This design comes from an exercise in tuning for small area, a short achievable clock period and few clock cycles per item on the open sky130 flow, not from production work.
No run shown here included a check of the RTL's function; only the layout flow was run.
No activity file was given, so power comes from the tool's default toggle rates.

[design.v]
module proc_core_param #(
    parameter int DATA_W = 16,
    parameter int NREG   = 16,
    parameter int PC_W   = 8
) (
    input  logic                    clk,
    input  logic                    rst,
    input  logic                    run,
    output logic [PC_W-1:0]         imem_addr,
    input  logic [DATA_W-1:0]       imem_data,
    input  logic [$clog2(NREG)-1:0] dbg_sel,
    output logic [DATA_W-1:0]       dbg_data,
    output logic                    done,
    output logic                    halted,
    output logic                    zero_flag,
    output logic                    carry_flag,
    output logic                    illegal
);
    localparam int RA_W = $clog2(NREG);
    localparam logic [3:0] OP_NOP  = 4'd0;
    localparam logic [3:0] OP_LDI  = 4'd1;
    localparam logic [3:0] OP_MOV  = 4'd2;
    localparam logic [3:0] OP_ADD  = 4'd3;
    localparam logic [3:0] OP_SUB  = 4'd4;
    localparam logic [3:0] OP_JZ   = 4'd5;
    localparam logic [3:0] OP_HALT = 4'd6;
    logic [PC_W-1:0]              fa;
    logic                         dv;
    logic                         ir_v;
    logic [3:0]                   ir_op;
    logic [RA_W-1:0]              ir_rx;
    logic [DATA_W-1:0]            opa, opb, opa_d, opb_d;
    logic                         ir_tk;
    logic [NREG-1:0][DATA_W-1:0]  regs;
    logic [NREG-1:0]              valid, wrow;
    logic [3:0]                   d_op;
    logic [RA_W-1:0]              d_rx, d_ry;
    logic                         two_word, ex, first, d_halt, taken, go, we;
    logic [DATA_W-1:0]            wdata;
    logic [DATA_W:0]              s;
    logic                         sub;
    assign d_op     = imem_data[DATA_W-1 -: 4];
    assign d_rx     = imem_data[DATA_W-5 -: RA_W];
    assign d_ry     = imem_data[DATA_W-5-RA_W -: RA_W];
    assign two_word = (ir_op == OP_LDI) || (ir_op == OP_JZ);
    assign ex       = ir_v && (!two_word || dv);
    assign first    = dv && !(ir_v && two_word);
    assign d_halt   = first && (d_op == OP_HALT);
    assign go       = run && !halted;
    assign we       = ex && (ir_op == OP_LDI || ir_op == OP_MOV || ir_op == OP_ADD || ir_op == OP_SUB);
    assign taken     = ir_v && dv && ir_tk;
    assign imem_addr = taken ? imem_data[PC_W-1:0] : fa;
    logic [DATA_W-1:0] bx, ag, ap, cg, cp;
    assign sub = (ir_op == OP_SUB);
    always_comb begin
        bx = opb ^ {DATA_W{sub}};
        ag = opa & bx;
        ap = opa ^ bx;
        cg = ag;
        cp = ap;
        cg[0] = ag[0] | (ap[0] & sub);
        for (int d = 1; d < DATA_W; d = d * 2)
            for (int i = DATA_W - 1; i >= d; i--) begin
                cg[i] = cg[i] | (cp[i] & cg[i-d]);
                cp[i] = cp[i] & cp[i-d];
            end
    end
    assign s     = {cg[DATA_W-1], ap ^ {cg[DATA_W-2:0], sub}};
    assign wdata = (ir_op == OP_LDI) ? imem_data : (ir_op == OP_MOV) ? opb : s[DATA_W-1:0];
    logic [NREG-1:0]  dbg_oh, a_oh, b_oh;
    logic [DATA_W-1:0] rd_a, rd_b;
    assign dbg_oh = ({{(NREG-1){1'b0}}, 1'b1} << dbg_sel) & valid;
    assign a_oh   = ({{(NREG-1){1'b0}}, 1'b1} << d_rx) & valid;
    assign b_oh   = ({{(NREG-1){1'b0}}, 1'b1} << d_ry) & valid;
    proc_core_param_rdmux #(.N(NREG), .W(DATA_W)) u_rd_dbg (.oh(dbg_oh), .r(regs), .q(dbg_data));
    proc_core_param_rdmux #(.N(NREG), .W(DATA_W)) u_rd_a   (.oh(a_oh),   .r(regs), .q(rd_a));
    proc_core_param_rdmux #(.N(NREG), .W(DATA_W)) u_rd_b   (.oh(b_oh),   .r(regs), .q(rd_b));
    always_ff @(posedge clk or posedge rst) begin
        if (rst) begin
            fa    <= '0;
            dv    <= 1'b0;
            ir_v  <= 1'b0;
            ir_op <= '0;
            ir_rx <= '0;
            ir_tk <= 1'b0;
        end else if (go) begin
            dv <= 1'b1;
            fa <= imem_addr + 1'b1;
            if (first) begin
                ir_v  <= !d_halt;
                ir_op <= d_op;
                ir_rx <= d_rx;
                ir_tk <= (d_op == OP_JZ) && (opa_d == '0);
            end else if (ex) begin
                ir_v <= 1'b0;
            end
        end else begin
            dv <= 1'b0;
            fa <= fa - {{(PC_W-1){1'b0}}, dv};
        end
    end
    assign opa_d = (we && ir_rx == d_rx) ? wdata : rd_a;
    assign opb_d = (we && ir_rx == d_ry) ? wdata : rd_b;
    always_ff @(posedge clk) begin
        if (go && first) begin
            opa <= opa_d;
            opb <= opb_d;
        end
    end
    assign wrow = (go && we) ? ({{(NREG-1){1'b0}}, 1'b1} << ir_rx) : '0;
    always_ff @(posedge clk)
        for (int i = 0; i < NREG; i++)
            if (wrow[i]) regs[i] <= wdata;
    always_ff @(posedge clk or posedge rst) begin
        if (rst) valid <= '0;
        else     valid <= valid | wrow;
    end
    always_ff @(posedge clk or posedge rst) begin
        if (rst) begin
            done       <= 1'b0;
            halted     <= 1'b0;
            zero_flag  <= 1'b0;
            carry_flag <= 1'b0;
            illegal    <= 1'b0;
        end else begin
            done <= go && ex;
            if (go) begin
                if (d_halt) halted <= 1'b1;
                if (ex) begin
                    case (ir_op)
                        OP_NOP, OP_LDI, OP_MOV, OP_JZ: ;
                        OP_ADD, OP_SUB: begin
                            zero_flag  <= (s[DATA_W-1:0] == '0);
                            carry_flag <= s[DATA_W] ^ sub;
                        end
                        default: illegal <= 1'b1;
                    endcase
                end
            end
        end
    end
endmodule
module proc_core_param_rdmux #(
    parameter int N = 16,
    parameter int W = 16
) (
    input  logic [N-1:0]   oh,
    input  logic [N*W-1:0] r,
    output logic [W-1:0]   q
);
    for (genvar j = 0; j < W; j++) begin : g_bit
        logic [7:0] rlo, rhi;
        logic       ulo, uhi;
        for (genvar m = 0; m < 8; m++) begin : g_col
            assign rlo[m] = r[m*W + j];
            assign rhi[m] = r[(m+8)*W + j];
        end
        proc_core_param_ao8 u_lo (.s(oh[7:0]),  .d(rlo), .y(ulo));
        proc_core_param_ao8 u_hi (.s(oh[15:8]), .d(rhi), .y(uhi));
        assign q[j] = ulo | uhi;
    end
endmodule
module proc_core_param_ao8 (
    input  logic [7:0] s,
    input  logic [7:0] d,
    output logic       y
);
    assign y = |(s & d);
endmodule
[standard.sh]
#!/bin/bash
# synth_recipe.tcl (not shown) runs the flow's synth.tcl, then flattens the netlist and writes it again
# the make line also repeats each setting of config.mk as NAME=value (left out here)
make -C /OpenROAD-flow-scripts/flow DESIGN_CONFIG=/design/flow/config.mk WORK_HOME=/design/flow/orfs CLKGATE_MAP_FILE= SYNTH_SCRIPT=/design/flow/synth_recipe.tcl "${@:-finish}"
[constraint.sdc]
create_clock -name core_clock -period 6.0 [get_ports {clk}]
set_input_delay 1.2000 -clock core_clock [delete_from_list [all_inputs] [get_ports {clk}]]
set_output_delay 1.2000 -clock core_clock [all_outputs]
set_load 0.01 [all_outputs]
[flow/run.sh]
#!/bin/bash
# Standard layout, with gate sizing not restricted to same-footprint cells.
bash standard.sh MATCH_CELL_FOOTPRINT=0 finish > standard.log 2>&1
[config.mk]
export PLATFORM = sky130hd
export DESIGN_NAME = proc_core_param
export DESIGN_NICKNAME = proc_core_param
export VERILOG_FILES = /design/flow/design.v
export SDC_FILE = /design/flow/constraint.sdc
export NUM_CORES = 4
export LEC_CHECK = 0
export CAP_MARGIN = 20
export CORE_MARGIN = 2
export CORE_UTILIZATION = 50
export CTS_CLUSTER_DIAMETER = 100
export CTS_CLUSTER_SIZE = 20
export SETUP_SLACK_MARGIN = 2.4
export SLEW_MARGIN = 20
export SYNTH_HIERARCHICAL = 1
export SYNTH_MINIMUM_KEEP_SIZE = 0
==> results by group, run 1 <==
Timing
  – Max Clock Skew: 0.0298 ns
  – Tcrit/Tclk final: 0.673
  – Final setup vio count: 0
  – RSZ-0062 raised after global routing: yes
  – Final Hold Vio Count: 0
  – Worst slew pin tran: 1.08 ns
  – Final min period: 4.04 ns
  – Fin Setup TNS: 0 ns
  – Fmax: 0.248 GHz
  – Max-slew headroom: 0.278
  – Final Slew Violations: 0

Die
  – Initial core utilization: 0.504
  – Row count: 67
  – Die area: 35,100 um2
  – DIE HEIGHT: 187 um
  – Die width: 187 um
  – IO Pins: 52
  – Core area: 33,400 um2

GRT
  – First-pass GRT wire length: 92,200 um
  – GRT Total Usage: 0.359
  – Initial antenna violation count: 2
  – Gr ovfl total: 0
  – GR Util met1: 0.482
  – Gr busiest metal: met2
  – Largest net degree at the start of global routing: 43
  – Number of global-route vias before repair: 13,600
  – Grt met2 use: 0.544
  – GRT met3 Usage: 0.0842

Clocking
  – CTS Root Cell: clkbuf_16
  – Total CTS buffers: 20
  – CTS tree: built
  – CTS H-tree depth: 1
  – Bufs on Longest Clock Path: 3
  – Clock latency (worst-skew pair): 0.55 ns
  – Worst-path clk slew: 0.08 ns
  – Clk sink count: 328

Routing
  – Vias per cell: 7.25
  – Residual DRC: 0
  – Drt wl/cell: 32.2 um
  – DRT Pass-1 Iters: 6
  – DRT antenna net count: 0
  – Via count: 14,600
  – Final WL: 64,700 um
  – DR iter-0 viols: 2,233

Synthesis
  – Synth warn: 7
  – Post-Syn Area: 16,800 um2
  – Mapped Cells: 1,366
  – Sequential cell area fraction in the yosys report: 0.574
  – Post-synth EDFFs: 288
  – Yosys cell types: 68
  – Fraction of registers with async set or reset after synthesis: 0.122
  – Syn_area_per_cell: 12.3 um2
  – Yosys reg bits: 328
  – Main flop type after synthesis: edfxtp_1
  – Syn_nets: 1,409

Placement
  – # port buffers: 51
  – Placed inst area: 18,400 um2
  – DP HPWL: 40,000 um
  – Dpl cells: 1,896
  – RePlAce Congestion: 0.993

Final layout
  – Commonest cells after routing, fill and taps aside: a22oi_1 (330), edfxtp_1 (288), nand4_1 (101)
  – Final core utilization: 0.617
  – Final Cell Area: 20,600 um2
  – Commonest non-fill, non-tap cell in the layout: a22oi_1
  – Layout cells sized above 1: 0.246
  – Area grow syn2layout: 22.5%
  – Non-Filler Instances: 2,011
  – Nets: 1,590

Setup path
  – Setup CP Type: in2out
  – Worst endpoint required time: 4.80 ns
  – CP Launch Type: primary input
  – Crit end category: output pin
  – Critical path fanouts, max: 6
  – CP arrival: 2.84 ns

Hold path
  – Class of the worst hold path: reg2reg

Run status
  – Status: timing/DRC/antenna clean

Power and ir drop
  – Leakage: 7.19 nW
  – Max VDD drop: 0.304 mV
  – PwrDens: 391 nW/um2

Job
  – Max-cap check violation count: 0
[path summary, 6_finish.rpt]
path                                  startpoint                     to  slack (ns)  cells past startpoint
min reg2reg                zero_flag$_DFFE_PP0P_  zero_flag$_DFFE_PP0P_        0.49                      2
max in group asynchronous                    rst   ir_op[3]$_DFFE_PP0P_        4.12                      2
min in group asynchronous                    rst        fa[4]$_DFF_PP0_        1.19                      2
max                                   dbg_sel[3]           dbg_data[13]        1.96                      9
max reg2reg                 ir_op[2]$_DFFE_PP0P_      ir_tk$_DFFE_PP0P_        2.11                     16
min                        zero_flag$_DFFE_PP0P_  zero_flag$_DFFE_PP0P_        0.49                      2
[modules after synthesis (local to each module, per instance), excerpt]
module	copies in the design	area [um2]	flip-flops and latches
proc_core_param	1	13000	328
proc_core_param_ao8	96	36.3	0
[power by group]
part	switching, mW	leakage [nW]	internal [mW]
Clock	0.779	0.289	0.672
Sequential	0.197	3.09	3.25
Combinational	1.99	3.80	1.16
Total	2.96	7.19	5.09
[stage by stage]
step                total power, mW  worst slack [ns]  hold slack (ns)
floorplan                      4.92              2.27            0.453
global placement               6.06             0.908            0.461
detailed placement             6.09             0.929            0.469
CTS                            7.82              2.09            0.492
global route                   8.33              1.98            0.510
finish                         8.05              1.96            0.490
[kinds of logic (layout without fill, tap and decap cells)]
logic type | Yosys count | count (layout) | synth area share
AO/OA/AOI/OAI | 483 | 483 | 0.211
XOR/XNOR | 48 | 48 | 0.0254
adder cells (fa/ha/maj) | 20 | 20 | 0.0153
buffers and inverters | 43 | 237 | 0.0107
flip-flops | 328 | 328 | 0.574
multiplexers | 40 | 40 | 0.0263
other | 0 | 2 | 0
AND/OR/NAND/NOR | 404 | 405 | 0.137
[worst max-delay path, cell delays in order]
cell and delay, ns:
buf_8 0.11, nor2b_4 0.14, and3_4 0.21, buf_12 0.13, clkbuf_16 0.17, a22oi_2 0.15
nand4_1 0.25, or2_1 0.33, buf_2 0.15
[synthesized netlist by cell type, drive strengths merged, types with 4 or more instances]
cell    count  area [um2]
or2        66         413
a21o        9        67.6
o22ai       4        25.0
mux2i       6        60.1
nor2       51         194
clkbuf     19        71.3
a211oi      8        70.1
and2       12        75.1
a21oi      24         120
mux2       34         383
o21a        4        30.0
nand4     101         632
and3       50         313
a22oi     387        2910
buf        10        56.3
nand3      10        50.1
nor4        5        31.3
nand2      60         228
nor3       12        65.1
a31oi       4        25.0
xnor2      20         183
xor2       28         245
ha         19         238
edfxtp    288        8650
o21ai      19        95.1
nor2b      13        81.3
dfrtp      40        1000
inv        14        52.6
[what timing repair did]
item | 4_1_cts | 5_1_grt
cloned | 6 | 1
endpoints found under the setup margin | 251 | 61
pin swaps | 87 | 71
hold buffers | 0 | 0
buffers inserted | 45 | 25
resized for setup | 225 | 71
endpoints found under the hold margin | 0 | 0
[sequential cells by signal (all words and copies together) (netlist names)]
name	count
illegal	1
ir_tk	1
regs	256
dv	1
done	1
zero_flag	1
carry_flag	1
fa	8
halted	1
ir_op	4
ir_v	1
ir_rx	4
opa	16
valid	16
opb	16
[layer usage]
metal	share of wire	up-vias
met5	0.00025	-
met4	0.061	2
met3	0.12	232
met2	0.44	1144
met1	0.38	7152
li1	-	6043
[final cells by class]
cell class | count | area (um2)
clock buffer | 34 | 584
tap | 448 | 561
timing repair buffer | 187 | 1930
multi-input combinational | 996 | 7790
clock inverter | 2 | 12.5
inverter | 14 | 56.3
sequential | 328 | 9650
fill | 2688 | 12800
antenna | 2 | 5.00
==> run 2: changes to the inputs <==
--- a/design.v
+++ b/design.v
@@ -32,2 +32,3 @@
     logic [DATA_W-1:0]            opa, opb, opa_d, opb_d;
+    logic                         fwd_a, rd_a_zero, wzero;
     logic                         ir_tk;
@@ -74,3 +75,3 @@
     assign b_oh   = ({{(NREG-1){1'b0}}, 1'b1} << d_ry) & valid;
-    proc_core_param_rdmux #(.N(NREG), .W(DATA_W)) u_rd_dbg (.oh(dbg_oh), .r(regs), .q(dbg_data));
+    proc_core_param_rdmux_fast #(.N(NREG), .W(DATA_W)) u_rd_dbg (.oh(dbg_oh), .r(regs), .q(dbg_data));
     proc_core_param_rdmux #(.N(NREG), .W(DATA_W)) u_rd_a   (.oh(a_oh),   .r(regs), .q(rd_a));
@@ -92,3 +93,3 @@
                 ir_rx <= d_rx;
-                ir_tk <= (d_op == OP_JZ) && (opa_d == '0);
+                ir_tk <= (d_op == OP_JZ) && (fwd_a ? wzero : rd_a_zero);
             end else if (ex) begin
@@ -101,3 +102,6 @@
     end
-    assign opa_d = (we && ir_rx == d_rx) ? wdata : rd_a;
+    assign fwd_a = we && ir_rx == d_rx;
+    assign opa_d = fwd_a ? wdata : rd_a;
+    proc_core_param_zero16 u_z_rd (.x(rd_a),  .y(rd_a_zero));
+    proc_core_param_zero16 u_z_wd (.x(wdata), .y(wzero));
     assign opb_d = (we && ir_rx == d_ry) ? wdata : rd_b;
@@ -169 +173,49 @@
 endmodule
+module proc_core_param_rdmux_fast #(
+    parameter int N = 16,
+    parameter int W = 16
+) (
+    input  logic [N-1:0]   oh,
+    input  logic [N*W-1:0] r,
+    output logic [W-1:0]   q
+);
+    for (genvar j = 0; j < W; j++) begin : g_bit
+        logic [3:0] t;
+        logic [1:0] n;
+        for (genvar m = 0; m < 4; m++) begin : g_q
+            logic [3:0] col;
+            for (genvar k = 0; k < 4; k++) begin : g_col
+                assign col[k] = r[(4*m+k)*W + j];
+            end
+            proc_core_param_ao4 u_ao (.s(oh[4*m +: 4]), .d(col), .y(t[m]));
+        end
+        proc_core_param_nor2  u_n0 (.a(t[0]), .b(t[1]), .y(n[0]));
+        proc_core_param_nor2  u_n1 (.a(t[2]), .b(t[3]), .y(n[1]));
+        proc_core_param_nand2 u_q  (.a(n[0]), .b(n[1]), .y(q[j]));
+    end
+endmodule
+module proc_core_param_ao4 (
+    input  logic [3:0] s,
+    input  logic [3:0] d,
+    output logic       y
+);
+    assign y = |(s & d);
+endmodule
+module proc_core_param_nor2 (
+    input  logic a, b,
+    output logic y
+);
+    assign y = ~(a | b);
+endmodule
+module proc_core_param_nand2 (
+    input  logic a, b,
+    output logic y
+);
+    assign y = ~(a & b);
+endmodule
+module proc_core_param_zero16 (
+    input  logic [15:0] x,
+    output logic        y
+);
+    assign y = ~|x;
+endmodule
==> run.sh (new file) <==
#!/bin/bash
# synth_recipe.tcl (not shown) runs the flow's synth.tcl, then flattens the netlist and writes it again
# the make line also repeats each setting of config.mk as NAME=value (left out here)
make -C /OpenROAD-flow-scripts/flow DESIGN_CONFIG=/design/flow/config.mk WORK_HOME=/design/flow/orfs CLKGATE_MAP_FILE= SYNTH_SCRIPT=/design/flow/synth_recipe.tcl finish
removed: flow/run.sh
removed: standard.sh
==> run 2 against run 1 <==
  * Synthesized area is 0.51% higher
  * Non-clock buffer count is 9 higher
  * Worst hold slack gained 0.0017 ns
  * First-iteration DRC count grew 4.3%
  * Global-route usage grew 1.6 points
  * Flip-flop and latch count stayed put
  * Clock power about the same
  * Total power up 6.6%
  * Via count grew 2.9%
  * Maximum frequency decreased by 0.63%
  * Final cell count is 3.5% higher
  * Largest power group is now combinational logic
==> results by group, run 2 <==
Setup path
  – Worst r2r src: ir_op[1]$_DFFE_PP0P_
  – Crit end category: flip-flop
  – Slowest cell on crit path: clkdlybuf4s50_1
  – Worst setup path start: imem_data[8]
  – Worst endpoint required time: 6.46 ns
  – Cell Chain, Critical Path: clkdlybuf4s50_1 > and2_1 > and3_2 > a22oi_1 > nand4_1 > or2_1 > nor4_1 > and4_1 > mux2i_2 > o22ai_1
  – CP arrival: 4.53 ns
  – Crit path largest cell delay: 0.61 ns
  – Setup CP Type: in2reg
  – Critical path fanouts, max: 16
  – CP Launch Type: primary input

Synthesis
  – Yosys top cell by area: edfxtp_1
  – Mapped Cells: 1,419
  – Fraction of registers with async set or reset after synthesis: 0.122
  – Syn_area_per_cell: 11.9 um2
  – Syn_nets: 1,462
  – Multiplexer share of the synthesized area: 0.0307
  – Top cells by area, synth: edfxtp_1 (51%), a22oi_1 (17%), dfrtp_1 (5.9%)
  – Adder-cell area share of the yosys netlist: 0.0153
  – Sequential cell area fraction in the yosys report: 0.571
  – Largest family of logic cells by synthesized area: compound AO/OA/AOI/OAI gates
  – Post-synth EDFFs: 288
  – Xor and xnor area share after synthesis: 0.0244
  – Area share of the largest cell type after synthesis: 0.512
  – Yosys cell types: 67
  – Commonest cells post-synth: a22oi_1 (384), edfxtp_1 (288), nand2_1 (125)
  – Yosys reg bits: 328
  – Main flop type after synthesis: edfxtp_1
  – Synth Area in Compound Gates: 0.210
  – Post-Syn Area: 16,900 um2
  – Most common cell in the netlist: a22oi_1
  – Simple-gate area share of the yosys netlist: 0.139
  – Synth warn: 7

GRT
  – Largest net degree at the start of global routing: 41
  – Grt met2 use: 0.567
  – Initial antenna violation count: 0
  – GRT met3 Usage: 0.0900
  – Number of global-route vias before repair: 14,400
  – GR Util met1: 0.489
  – Gr ovfl total: 0
  – GRT Total Usage: 0.375
  – Gr busiest metal: met2
  – First-pass GRT wire length: 96,000 um

Final layout
  – Final core utilization: 0.639
  – Largest register FFs: 256
  – Commonest cells after routing, fill and taps aside: a22oi_1 (301), edfxtp_1 (288), nand2_1 (114)
  – Area grow syn2layout: 26.5%
  – Commonest non-fill, non-tap cell in the layout: a22oi_1
  – Sequential Area: 9650 um2
  – Layout cells sized above 1: 0.285
  – Non-Filler Instances: 2,082
  – # fillers: 2,541
  – Final Cell Area: 21,400 um2
  – Largest register by flop count: regs
  – Nets: 1,657
  – Area of the multi-input gates: 8200 um2

Timing
  – Final Slew Violations: 0
  – Worst slew pin tran: 1.08 ns
  – Final setup vio count: 0
  – Final Hold Vio Count: 0
  – Max-slew headroom: 0.282
  – Tcrit/Tclk final: 0.678
  – Fmax: 0.246 GHz
  – Fin Setup TNS: 0 ns
  – Max Clock Skew: 0.0168 ns
  – RSZ-0062 raised after global routing: yes
  – Final min period: 4.07 ns

Routing
  – DRT antenna net count: 0
  – Vias per cell: 7.20
  – DRT Pass-1 Iters: 6
  – Residual DRC: 0
  – Drt wl/cell: 32.5 um
  – DR iter-0 viols: 2,329
  – Via count: 15,000
  – Final WL: 67,700 um

Placement
  – DP HPWL: 39,500 um
  – # port buffers: 51
  – Dpl cells: 1,946
  – RePlAce Congestion: 0.968
  – Placed inst area: 18,400 um2

Clocking
  – CTS tree: built
  – CTS Root Cell: clkbuf_16
  – Clock latency (worst-skew pair): 0.54 ns
  – Clk sink count: 328
  – Total CTS buffers: 20
  – Bufs on Longest Clock Path: 3
  – Cts hold-fix bufs: 0
  – Worst-path clk slew: 0.09 ns
  – CTS H-tree depth: 1

Job
  – Max-cap check violation count: 0

Hold path
  – Class of the worst hold path: reg2reg
  – Hold_sp: carry_flag$_DFFE_PP0P_

Die
  – Row count: 67
  – Core area: 33,400 um2
  – IO Pins: 52
  – Die area: 35,300 um2
  – Initial core utilization: 0.505
  – DIE HEIGHT: 188 um
  – Die width: 188 um

Run status
  – Status: timing/DRC/antenna clean

Power and ir drop
  – Max VDD drop: 0.267 mV
  – Total power: 8.58 mW
  – Leakage: 7.65 nW
  – PwrDens: 401 nW/um2
==> run 2: cell types whose count changed in the layout (fill, tap and decap cells not counted), moves of 8 or more <==
cell / previous run / this run
buf_16: 0 / 13
nor2_4: 1 / 16
dlymetal6s2s_1: 8 / 0
a22oi_2: 57 / 83
a22oi_1: 330 / 301
buf_4: 91 / 78
nand2_1: 56 / 114
nor2_1: 35 / 43
nand4_1: 101 / 66
or2_1: 65 / 44
==> run 2: power by group <==
| part | total, mW | switching, mW | internal [mW] |
|---|---|---|---|
| clock | 1.43 | 0.774 | 0.660 |
| sequential | 3.45 | 0.192 | 3.26 |
| combinational | 3.69 | 2.23 | 1.47 |
==> run 2: repair_timing <==
| action | in CTS | in global routing |
|---|---|---|
| pin swaps | 121 | 96 |
| buffers inserted | 55 | 25 |
| endpoints found under the setup margin | 228 | 149 |
| cloned | 12 | 1 |
| gates resized for setup | 374 | 91 |
| hold endpoints to repair | 0 | 0 |
==> run 2: critical path, delay by kind of cell <==
family	cells	cell delay [ns]
buf+inv	1	0.61
compound gates	2	0.47
mux	1	0.11
simple gates	6	2.12
==> run 2: routing by layer <==
layer	routed length, um	share of wire
met3	8500	0.13
met1	24400	0.36
met2	29800	0.44
met4	4970	0.073
met5	0	0
==> run 2: path summary, 6_finish.rpt <==
path,cells after the start,end,slack (ns)
hold / removal,1,carry_flag$_DFFE_PP0P_,0.49
setup reg to reg,16,ir_tk$_DFFE_PP0P_,2.13
max in group asynchronous,3,ir_op[0]$_DFFE_PP0P_,4.47
hold reg to reg,1,carry_flag$_DFFE_PP0P_,0.49
min in group asynchronous,3,fa[7]$_DFF_PP0_,1.10
setup / recovery,10,ir_tk$_DFFE_PP0P_,1.93
==> run 2: cell type report <==
cell class                      count  share of cell area
Sequential cell                   328               0.451
Multi-Input combinational cell   1049               0.383
Clock buffer                       34              0.0269
Inverter                           19             0.00334
Timing Repair Buffer              196               0.107
Tap cell                          448              0.0262
Clock inverter                      2            0.000761
Antenna cell                        6            0.000702
==> run 2: metrics by stage <==
stage | worst slack (ns) | hold WS [ns]
2_1_floorplan | 1.99 | 0.453
3_3_place_gp | 1.03 | 0.465
3_5_place_dp | 1.01 | 0.469
4_1_cts | 2.15 | 0.489
5_1_grt | 1.96 | 0.508
6_report | 1.93 | 0.492
==> run 2: cell families (layout without fill, tap and decap cells) <==
group / count (synthesis) / after routing
AO/OA/AOI/OAI: 481 / 481
AND/OR/NAND/NOR: 454 / 454
flip-flops: 328 / 328
XOR/XNOR: 47 / 47
multiplexers: 47 / 47
buffers and inverters: 42 / 251
adder cells (fa/ha/maj): 20 / 20
other: 0 / 6
==> run 2: Yosys stat by module, one instance, submodules excluded, a selection <==
module / cells / flops+latches / area [um2]
proc_core_param: 817 / 328 / 12900
proc_core_param_ao8: 5 / 0 / 36.3
proc_core_param_zero16: 5 / 0 / 33.8
proc_core_param_ao4: 3 / 0 / 18.8
proc_core_param_nand2: 1 / 0 / 3.75
proc_core_param_nor2: 1 / 0 / 3.75
==> run 3: changes to the inputs <==
==> flow/run.sh (new file) <==
#!/bin/bash
# Standard layout; the port buffers are buf_4 cells instead of the default choice.
bash standard.sh "BUFFER_PORTS_ARGS=-buffer_cell sky130_fd_sc_hd__buf_4" finish > standard.log 2>&1
==> standard.sh (new file) <==
#!/bin/bash
# synth_recipe.tcl (not shown) runs the flow's synth.tcl, then flattens the netlist and writes it again
# the make line also repeats each setting of config.mk as NAME=value (left out here)
make -C /OpenROAD-flow-scripts/flow DESIGN_CONFIG=/design/flow/config.mk WORK_HOME=/design/flow/orfs CLKGATE_MAP_FILE= SYNTH_SCRIPT=/design/flow/synth_recipe.tcl "${@:-finish}"
removed: run.sh
==> run 3 against run 2 <==
  * Register-to-register slack gained 0.05 ns
  * Non-clock buffer count shrank 26
  * Maximum frequency grew 6.3%
  * Sequential share of layout area grew 1.3 points
  * Worst hold slack lost 0.0083 ns
  * Worst setup slack gained 0.24 ns
==> results by group, run 3 <==
Power and ir drop
  – Sw Share: 0.376
  – Clock power frac: 0.173
  – Leakage: 7.46 nW
  – Max VDD drop: 0.311 mV
  – Total power: 8.36 mW
  – Flop pwr share: 0.416
  – Internal Power: 5.21 mW
  – PwrDens: 402 nW/um2
  – Switch Pwr: 3.15 mW
  – Gate power share: 0.412

Timing
  – Max Clock Skew: 0.0183 ns
  – Final setup vio count: 0
  – Worst slew pin tran: 1.19 ns
  – Final Hold Vio Count: 0
  – RSZ-0062 raised after global routing: yes
  – Final min period: 3.82 ns
  – Max-slew headroom: 0.207
  – Tcrit/Tclk final: 0.637
  – Fin Setup TNS: 0 ns
  – Final Slew Violations: 0
  – Fmax: 0.262 GHz

Synthesis
  – Post-synth EDFFs: 288
  – Yosys top cell by area: edfxtp_1
  – Fraction of registers with async set or reset after synthesis: 0.122
  – Mapped Cells: 1,419
  – Yosys cell types: 67
  – Syn_area_per_cell: 11.9 um2
  – Xor and xnor area share after synthesis: 0.0244
  – Multiplexer share of the synthesized area: 0.0307
  – Area share of the largest cell type after synthesis: 0.512
  – Synth Area in Compound Gates: 0.210
  – Largest family of logic cells by synthesized area: compound AO/OA/AOI/OAI gates
  – Post-Syn Area: 16,900 um2
  – Yosys reg bits: 328
  – Commonest cells post-synth: a22oi_1 (384), edfxtp_1 (288), nand2_1 (125)
  – Top cells by area, synth: edfxtp_1 (51%), a22oi_1 (17%), dfrtp_1 (5.9%)
  – Most common cell in the netlist: a22oi_1
  – Adder-cell area share of the yosys netlist: 0.0153
  – Main flop type after synthesis: edfxtp_1
  – Synth warn: 7
  – Syn_nets: 1,462
  – Simple-gate area share of the yosys netlist: 0.139
  – Sequential cell area fraction in the yosys report: 0.571

Placement
  – DP HPWL: 40,000 um
  – RePlAce Congestion: 0.948
  – Placed inst area: 18,200 um2
  – # port buffers: 51

Die
  – IO Pins: 52
  – Core area: 33,400 um2
  – Die width: 188 um
  – Row count: 67
  – Die area: 35,300 um2
  – DIE HEIGHT: 188 um
  – Initial core utilization: 0.505

Clocking
  – CTS Root Cell: clkbuf_16
  – Bufs on Longest Clock Path: 3
  – Worst-path clk slew: 0.09 ns
  – CTS tree: built
  – CTS H-tree depth: 1
  – Clk sink count: 328
  – Total CTS buffers: 20
  – Clock latency (worst-skew pair): 0.54 ns

Job
  – Max-cap check violation count: 0

Setup path
  – Setup CP Type: reg2reg
  – Crit end category: flip-flop
  – Worst r2r src: ir_op[1]$_DFFE_PP0P_
  – R2R setup slack: 2.18 ns
  – Reg2reg end: ir_tk$_DFFE_PP0P_
  – CP Launch Type: flip-flop
  – Reg2reg path depth: 17
  – Critical path fanouts, max: 10
  – Worst endpoint required time: 6.46 ns
  – CP arrival: 4.28 ns

Routing
  – DRT Pass-1 Iters: 8
  – DRT antenna net count: 0
  – Met3 WL: 9030 um
  – Wl on met1: 24,700 um
  – Vias per cell: 7.29
  – Drt wl/cell: 33.0 um
  – Uppermost layer routed: met5
  – Final WL: 67,800 um
  – Residual DRC: 0
  – Met2 WL post-DR: 28,300 um
  – DR iter-0 viols: 2,399
  – Via count: 15,000

Final layout
  – Largest register FFs: 256
  – # fillers: 2,536
  – Nets: 1,634
  – Commonest non-fill, non-tap cell in the layout: a22oi_1
  – Commonest cells after routing, fill and taps aside: a22oi_1 (316), edfxtp_1 (288), nand2_1 (109)
  – Largest register by flop count: regs
  – Area grow syn2layout: 22.9%
  – Final Cell Area: 20,800 um2
  – Layout cells sized above 1: 0.269
  – ANT cells: 0

GRT
  – Largest net degree at the start of global routing: 41
  – Gr ovfl total: 0
  – Number of global-route vias before repair: 14,300
  – GRT Total Usage: 0.376
  – First-pass GRT wire length: 96,300 um
  – Initial antenna violation count: 4

Hold path
  – Hold path endpoint: illegal$_DFFE_PP0P_
  – Hold_sp: illegal$_DFFE_PP0P_
  – Hold depth: 1
  – Class of the worst hold path: reg2reg

Run status
  – Status: timing/DRC/antenna clean
-- run 3: cell types whose count changed in the layout (fill, tap and decap cells not counted), moves of 6 or more --
| cell | delta |
|---|---|
| buf_16 | -12 |
| and3_1 | +13 |
| diode_2 | -6 |
| dlygate4sd2_1 | -7 |
| a22oi_1 | +15 |
| buf_4 | +26 |
| clkdlybuf4s50_1 | -20 |
| buf_2 | -15 |
| a22oi_2 | -15 |
| and3_2 | -15 |
-- run 3: cells by family (layout without fill, tap and decap cells) --
family / after synthesis / in the layout
AO/OA/AOI/OAI: 481 / 481
XOR/XNOR: 47 / 47
adder cells (fa/ha/maj): 20 / 20
buffers and inverters: 42 / 225
flip-flops: 328 / 328
multiplexers: 47 / 47
AND/OR/NAND/NOR: 454 / 457
-- run 3: area by class of cell --
| cell class | count | area, um2 | share of cell area |
|---|---|---|---|
| timing repair buffer | 170 | 1870 | 0.0898 |
| sequential | 328 | 9650 | 0.465 |
| clock buffer | 34 | 574 | 0.0276 |
| multi-input combinational | 1052 | 8040 | 0.387 |
| tap | 448 | 561 | 0.0270 |
| clock inverter | 2 | 15.0 | 0.000723 |
| inverter | 19 | 71.3 | 0.00343 |
-- run 3: power groups by stage --
stage / registers [mW] / clock network [mW] / logic [mW]
after CTS: 3.46 / 1.44 / 3.18
after global routing: 3.49 / 1.52 / 3.59
after floorplan: 3.40 / 0 / 1.60
final: 3.47 / 1.44 / 3.44
after global placement: 3.50 / 0 / 2.65
after detailed placement: 3.51 / 0 / 2.68
-- run 3: metrics by stage --
step,instances,util,hold WS [ns],setup WS [ns]
2_1_floorplan,1419,-,0.453,1.99
3_3_place_gp,1932,0.543,0.466,1.31
3_5_place_dp,1934,0.544,0.467,1.26
4_1_cts,2048,0.613,0.492,2.24
5_1_grt,2053,0.621,0.516,2.11
6_report,2053,0.621,0.483,2.18
-- run 3: worst max-delay path by stage --
stage / cells after the start / startpoint / endpoint
after floorplan: 17 / ir_op[0]$_DFFE_PP0P_ / ir_tk$_DFFE_PP0P_
after global placement: 15 / ir_op[0]$_DFFE_PP0P_ / ir_tk$_DFFE_PP0P_
after detailed placement: 15 / ir_op[0]$_DFFE_PP0P_ / ir_tk$_DFFE_PP0P_
after CTS: 15 / ir_op[3]$_DFFE_PP0P_ / ir_tk$_DFFE_PP0P_
after global routing: 17 / ir_op[1]$_DFFE_PP0P_ / ir_tk$_DFFE_PP0P_
final: 17 / ir_op[1]$_DFFE_PP0P_ / ir_tk$_DFFE_PP0P_
-- run 3: what timing repair did --
| action | in CTS | in global routing |
|---|---|---|
| setup endpoints to repair | 186 | 134 |
| gates resized for setup | 194 | 61 |
| hold buffers | 0 | 0 |
| buffers inserted | 74 | 5 |
| gates cloned | 4 | 0 |
| pin swaps | 123 | 47 |
-- run 3: modules after synthesis (local to each module, per instance), excerpt --
module	area, um2	flops+latches	times used
proc_core_param	12900	328	1
proc_core_param_zero16	33.8	0	2
proc_core_param_ao8	36.3	0	64
proc_core_param_nor2	3.75	0	32
proc_core_param_ao4	18.8	0	64
proc_core_param_nand2	3.75	0	16
-- run 3: layer usage --
metal,global-route usage,vias up
met5,0.0137,-
met1,0.499,7281
met2,0.544,1277
met4,0.243,4
li1,-,6125
met3,0.103,282
-- run 3: critical path: stages (launching register included) --
cell and delay, ns:
dfrtp_2 0.45, nor4b_4 0.27, buf_6 0.17, buf_12 0.15, buf_4 0.15, xor2_1 0.07
ha_1 0.24, or2_2 0.34, o221ai_1 0.18, a21oi_1 0.13, nor4bb_4 0.45, nand4_1 0.17
o21ai_2 0.18, nor2_4 0.05, nor4_1 0.29, and4_1 0.24, mux2i_1 0.07, o22ai_1 0.14

-- afterwards: timing with drivers on the ports --
How much do the figures lean on ideal ports? The routed layouts below were timed once more, with nothing changed but the port constraints. Step 1 sets driving cells, clkbuf_16 on the clock port and buf_2 on the other inputs (assumed; they add their load-dependent delay and slew). Step 2 adds t to the input delays and takes it off the output delays; t is the mean of the earliest and latest rising clock arrival at the registers after step 1. Input paths then give back, and output paths get back, about the clock's delay inside the block. Slacks: ideal / step 1 / step 2; pairs: ideal / step 1.
| run | t (ns) | setup slack, ns | worst setup path at the end | latest minus earliest clock arrival (ns) |
|---|---|---|---|---|
| run 1 | 0.590 | 1.960 / 1.897 / 1.496 | input to register | 0.030 / 0.030 |
| run 2 | 0.583 | 1.934 / 1.957 / 1.374 | input to register | 0.019 / 0.018 |
| run 3 | 0.581 | 2.176 / 2.176 / 1.840 | input to register | 0.021 / 0.021 |
After both steps setup and hold are still met in every run listed. The setup slack of run 2, which loses most, moves by +0.023 ns with the drivers and by -0.560 ns with both steps.
